Background: an optimization exercise with open tools, aiming at small area and a short achievable clock period. Do not read the settings as production practice.
In this exercise RTL edits were held to simulation tests only and were not proved equivalent to the original.

rev 12:
// fixed_point_alu_core
module fixed_point_alu_core (
  input  logic               clk_i,
  input  logic               rst_ni,
  input  logic               start,
  output logic               busy,
  input  logic [3:0]         func_i,
  input  logic signed [31:0] operand_a_i,
  input  logic signed [31:0] operand_b_i,
  output logic               valid_o,
  output logic signed [31:0] result_o,
  output logic               overflow_o,
  output logic               div_by_zero_o,
  output logic               greater_o,
  output logic               less_o
);
  localparam int NR = fpa_pkg::NARROW_ROWS;
  localparam int NB = fpa_pkg::BOOTH_ROWS;
  localparam int N  = NR + NB;
  logic        ent_valid_q;
  logic        valid [0:N];
  logic [fpa_pkg::MODE_W-1:0] mode [0:N];
  logic        neg   [0:N];
  logic [fpa_pkg::CTL_W-1:0] ctl [0:N];
  logic [31:0] f     [0:N];
  logic [32:0] x     [0:N];
  logic [31:0] nq    [0:N];
  logic [fpa_pkg::MODE_W-1:0] p_mode;
  logic        p_neg;
  logic [31:0] p_f;
  logic [8:0]  p_x;
  logic [31:0] p_nq;
  assign busy = 1'b0;
  always_ff @(posedge clk_i or negedge rst_ni) begin
    if (!rst_ni) ent_valid_q <= 1'b0;
    else         ent_valid_q <= start;
  end
  fpa_prep u_prep (
    .clk_i  (clk_i),
    .func_i (func_i),
    .a_i    (operand_a_i),
    .b_i    (operand_b_i),
    .mode_o (p_mode),
    .neg_o  (p_neg),
    .f_o    (p_f),
    .x_o    (p_x),
    .nq_o   (p_nq)
  );
  always_ff @(posedge clk_i or negedge rst_ni) begin
    if (!rst_ni) valid[0] <= 1'b0;
    else         valid[0] <= ent_valid_q;
  end
  always_ff @(posedge clk_i) begin
    mode[0] <= p_mode;
    neg[0]  <= p_neg;
    f[0]    <= p_f;
    x[0]    <= {24'd0, p_x};
    nq[0]   <= p_nq;
  end
  assign ctl[0] = '0;
  for (genvar k = 0; k < NR; k++) begin : g_nrow
    localparam int W = 9 + k;
    logic [W:0] x_out;
    fpa_narrow_cell #(.W(W), .LAST(k == NR - 1), .FIRST(k == 0)) u_row (
      .clk_i   (clk_i),
      .rst_ni  (rst_ni),
      .valid_i (valid[k]),
      .mode_i  (mode[k]),
      .neg_i   (neg[k]),
      .f_i     (f[k]),
      .x_i     (x[k][W-1:0]),
      .nq_i    (nq[k]),
      .valid_o (valid[k+1]),
      .mode_o  (mode[k+1]),
      .neg_o   (neg[k+1]),
      .f_o     (f[k+1]),
      .x_o     (x_out),
      .nq_o    (nq[k+1]),
      .ctl_o   (ctl[k+1])
    );
    assign x[k+1] = {{(32-W){1'b0}}, x_out};
  end
  logic [1:0]  fin_mul;
  ...
make LEC_CHECK=0 ABC_AREA=1 CAP_MARGIN=20 CORE_MARGIN=2 CORE_UTILIZATION=40 SLEW_MARGIN=20 finish   # period 12.0 ns
run.sh (not shown) runs the stock make flow with config.mk's settings and CLKGATE_MAP_FILE= SYNTH_SCRIPT=/design/flow/synth_recipe.tcl, a recipe that flattens the netlist after the stock synthesis.
Rev 12 went all the way through the flow, and no timing, DRC or antenna check failed.
Setup changes, rev 12 to rev 13
==> flow/flow/run.sh (new file) <==
#!/bin/bash
# The standard layout (the standard.sh, unchanged synthesis and steps),
# with one difference: the buffers that global placement puts on every input
# and output port are buf_4 cells instead of the cell buffer_ports picks by
# itself (a slow delay buffer). The make output goes to flow_make.log here;
# each ORFS step keeps its own log under orfs/logs.
set -euo pipefail
cd "$(dirname "$0")/.."
export BUFFER_PORTS_ARGS="-buffer_cell sky130_fd_sc_hd__buf_4"
bash standard.sh > flow_make.log 2>&1
==> flow/standard.sh (new file) <==
#!/bin/bash
# synth_recipe.tcl (not shown) runs the flow's synth.tcl, then flattens the netlist and writes it again
# the make line also repeats each setting of config.mk as NAME=value (left out here)
make -C /OpenROAD-flow-scripts/flow DESIGN_CONFIG=/design/flow/config.mk WORK_HOME=/design/flow/orfs CLKGATE_MAP_FILE= SYNTH_SCRIPT=/design/flow/synth_recipe.tcl "${@:-finish}"
removed: flow/run.sh
Results
Rev 12 vs rev 13, timing startpoint of the critical path: u_finish.result_o[4] vs u_prep.opsel_q[1]. Against rev 12, rev 13 comes in 0.019 ns higher on final hold slack. met1 capacity usage during global routing down 1.3 points in rev 13 wrt rev 12. For fraction of registers with async set/reset, rev 13 and rev 12 come out practically identical. Re horizontal extent of the die: no difference whatsoever between rev 13 and rev 12. First-pass GRT wire length: rev 13 better than rev 12.

-- separate check: timing with driven ports --
In the flow no input, the clock included, has a driving cell. The finished layouts below were timed again as built, in two steps. Step 1 assumes that a clkbuf_16 drives the clock port and a buf_2 every other input. Step 2 also shifts input and output timing later by t, the mid clock arrival at the registers, as if the neighbouring blocks saw the same clock. Three values: ideal ports, drivers, drivers and shift; two values: the first two.
run | t, ns | setup slack, ns | hold WS [ns] | worst setup path after step 2 | slew at the worst register clock pin (ns)
rev 12 | 1.020 | 7.606 / 7.499 / 7.845 | 0.277 / 0.277 / 0.277 | register to register | 0.08 / 0.08
rev 13 | 1.032 | 7.956 / 7.861 / 7.956 | 0.296 / 0.296 / 0.296 | register to register | 0.07 / 0.07
After both steps setup and hold are still met in every run listed.
